Background: an optimization exercise with open tools, aiming at small area and a short achievable clock period. Do not read the settings as production practice.
No activity file was given, so power comes from the tool's default toggle rates.

trial 70:
Design cray_core_top, start of the top module:
module cray_core_top
(
   input  wire          clk,
   input  wire          rst,
   input  wire  [15:0]  i_nip_nxt,
   input  wire  [63:0]  i_word_nxt,
   input  wire          i_nip_vld,
   output logic [23:0]  o_p_addr,
   output logic         o_clear_ibufs,
   output logic         o_mem_ce,
   output logic [63:0]  o_data_to_mem,
   output logic         o_mem_wr_en
);
   logic s_exec, s_clr, s_fetch, s_wait, s_store, s_load, s_done;
   logic clr_q;
   logic [3:0]  cnt;
   logic [3:0]  cnt_nxt;
   logic        last;
   logic        ctx_rst;
   logic        ctx_rst_nxt;
   logic [7:0]  active_xa;
   logic [7:0]  xa;
   logic [6:0]  vl;
   logic [17:0] base_addr;
   logic [17:0] limit_addr;
   logic [23:0] p_addr;
   logic [23:0] a_rf [8];
   logic [15:0] nip;
   logic        nip_vld;
   logic [2:0]  cls;
   logic [2:0]  ci, cj, ck;
   logic [23:0] op_a, op_b;
   localparam logic [2:0] C_NOP   = 3'b000;
   localparam logic [2:0] C_EXCH  = 3'b001;
   localparam logic [2:0] C_SETVL = 3'b010;
   localparam logic [2:0] C_IMM22 = 3'b100;
   localparam logic [2:0] C_IMM6  = 3'b101;
   localparam logic [2:0] C_ADD   = 3'b110;
   localparam logic [2:0] C_SUB   = 3'b111;
   logic [2:0]  nip_cls;
   logic        exch_req, shift, two_parcel_nip;
   logic        wr_en, set_vl;
   logic [23:0] result, wdata;
   logic        load_a;
   assign last    = &cnt;
   assign cnt_nxt = (s_store || s_load) ? cnt + 4'd1 : 4'd0;
  ...
==> flow/config.mk <==
export PLATFORM = sky130hd
export DESIGN_NAME = cray_core_top
export DESIGN_NICKNAME = cray_core_top
export VERILOG_FILES = /design/flow/design.v
export SDC_FILE = /design/flow/constraint.sdc
export NUM_CORES = 4
export LEC_CHECK = 0
export CAP_MARGIN = 20
export CORE_MARGIN = 2
export CORE_UTILIZATION = 55
export SETUP_SLACK_MARGIN = 3.0
export SLEW_MARGIN = 20
==> flow/constraint.sdc <==
create_clock -name core_clock -period 6.0 [get_ports {clk}]
set_input_delay 1.2000 -clock core_clock [delete_from_list [all_inputs] [get_ports {clk}]]
set_output_delay 1.2000 -clock core_clock [all_outputs]
set_load 0.01 [all_outputs]
standard.sh (not shown) runs the stock make flow with config.mk's settings and CLKGATE_MAP_FILE= SYNTH_SCRIPT=/design/flow/synth_recipe.tcl, a recipe that flattens the netlist after the stock synthesis.
==> flow/flow/run.sh <==
#!/bin/bash
# Standard ORFS layout (the standard.sh, standard synthesis unchanged),
# except that buffer_ports puts plain buf_2 buffers on the I/O ports instead
# of the delay buffers it picks by default.
# Full make output goes to make.log; ORFS keeps each step's log in orfs/logs.
set -euo pipefail
export BUFFER_PORTS_ARGS="-buffer_cell sky130_fd_sc_hd__buf_2"
bash standard.sh > make.log 2>&1
For build 91, these inputs were changed with respect to trial 70:
--- a/flow/design.v
+++ b/flow/design.v
@@ -5,48 +5,49 @@
    localparam logic [17:0] LIMIT_RESET = 18'h3FFFF;
 endpackage
 `default_nettype wire
 `timescale 1ns/1ns
 `default_nettype none
 module addr_unit
 (
    input  wire  [23:0]  i_x,
    input  wire  [23:0]  i_y,
+   input  wire          i_cin,
    input  wire          i_flip,
-   input  wire          i_flip_x,
    output logic [23:0]  o_sum,
    output logic [23:0]  o_sum_x
 );
    logic [23:0] g, p, c;
    logic [23:0] gl [6];
    logic [23:0] pl [6];
    assign g = i_x & i_y;
    assign p = i_x ^ i_y;
    always_comb
    begin
       gl[0] = g;
       pl[0] = p;
+      gl[0][0] = g[0] | (p[0] & i_cin);
       for (int l = 0; l < 5; l++)
          for (int b = 0; b < 24; b++)
             if (b >= (1 << l))
             begin
                gl[l+1][b] = gl[l][b] | (pl[l][b] & gl[l][b - (1 << l)]);
                pl[l+1][b] = pl[l][b] & pl[l][b - (1 << l)];
             end
             else
             begin
                gl[l+1][b] = gl[l][b];
                pl[l+1][b] = pl[l][b];
             end
    end
-   assign c       = {gl[5][22:0], 1'b0};
-   assign o_sum   = (p ^ {24{i_flip}}) ^ c;
-   assign o_sum_x = (p ^ {24{i_flip_x}}) ^ c;
+   assign c       = {gl[5][22:0], i_cin};
+   assign o_sum   = p ^ c;
+   assign o_sum_x = (p ^ {24{i_flip}}) ^ c;
 endmodule
 `default_nettype wire
 `timescale 1ns/1ns
 `default_nettype none
 module cray_core_top
 (
    input  wire          clk,
    input  wire          rst,
    input  wire  [15:0]  i_nip_nxt,
@@ -173,27 +174,27 @@
    assign rd_j   = a_rf[rj];
    assign rd_k   = a_rf[nip[2:0]];
    assign zero_j = s_exec && (nip[5:3] == 3'd0);    
    assign zero_k = (nip[2:0] == 3'd0);
    assign fwd_j  = s_exec && cls[2] && (ci == nip[5:3]) && !zero_j;
    assign fwd_k  = cls[2] && (ci == nip[2:0]) && !zero_k;
    always_ff @(posedge clk)
    begin
       if (shift || s_wait || s_store)
-         op_a <= fwd_j ? result_x : (zero_j ? 24'd0 : rd_j) ^ {24{nsub}};
+         op_a <= fwd_j ? result : zero_j ? 24'd0 : rd_j;
       if (shift)
-         op_b <= fwd_k ? result : zero_k ? 24'd0 : rd_k;
+         op_b <= fwd_k ? result_x : (zero_k ? 24'd0 : rd_k) ^ {24{nsub}};
    end
    logic [23:0] sum, sum_x, result_x;
    logic        sub, nsub;
    assign sub  = cls[0];
-   assign nsub = s_exec && (nip_cls == C_SUB);
-   addr_unit u_add (.i_x(op_a), .i_y(op_b), .i_flip(sub), .i_flip_x(sub ^ nsub),
+   assign nsub = (nip_cls == C_SUB);
+   addr_unit u_add (.i_x(op_a), .i_y(op_b), .i_cin(sub), .i_flip(nsub),
                     .o_sum(sum), .o_sum_x(sum_x));
    assign wr_en  = shift && cls[2];
    assign set_vl = shift && (cls == C_SETVL);
    assign result = cls[1] ? sum : cls[0] ? {18'd0, cj, ck} : {2'd0, cj, ck, nip};
    assign result_x = cls[1] ? sum_x : (cls[0] ? {18'd0, cj, ck} : {2'd0, cj, ck, nip}) ^ {24{nsub}};
    assign load_a = s_load && !cnt[3];
    assign wdata  = s_load ? i_word_nxt[23:0] : result;
    always_ff @(posedge clk)
    begin
Results
- From trial 70 to build 91 the numbers moved as follows: area after synthesis shows a reduction of 2.8%; switching power as a share of total power shows a reduction of 0.36 points.
- Diff trial 70..build 91 | share of synthesized registers carrying an async set or reset | unchanged
- Build 91 | stages: all done | timing, DRC, antenna: all pass
- Area overhead of the layout relative to synthesis delta for build 91 relative to trial 70: 0.84 points lower
- Side by side, clock share of power turned out lower in build 91 than in trial 70.
Function was not checked in any run of this note: the RTL went through the layout flow alone.

-- what the ideal ports hide --
No port has a modelled driver above. Below, the same layouts with a new extraction and two added sets of constraints.
Step 1, drivers: a clkbuf_16 drives clk and a buf_2 each remaining input, both assumed.
Step 2 times the ports against the registers' clock, not the clock port: input delays grow and output delays shrink by t, the midpoint of the rising clock arrivals with the driver on.
a / b / c = ideal ports / drivers / drivers and shift; a / b = the first two.
run | t (ns) | setup slack, ns | hold WS [ns] | slew at the worst register clock pin (ns)
trial 70 | 0.628 | 2.910 / 2.910 / 2.741 | 0.436 / 0.436 / 0.436 | 0.06 / 0.06
build 91 | 0.597 | 2.753 / 2.753 / 2.716 | 0.444 / 0.444 / 0.444 | 0.06 / 0.06
After both steps every run listed still meets setup and hold. The setup slack of trial 70, which loses most, moves by 0.000 ns with the drivers and by -0.169 ns with both steps.
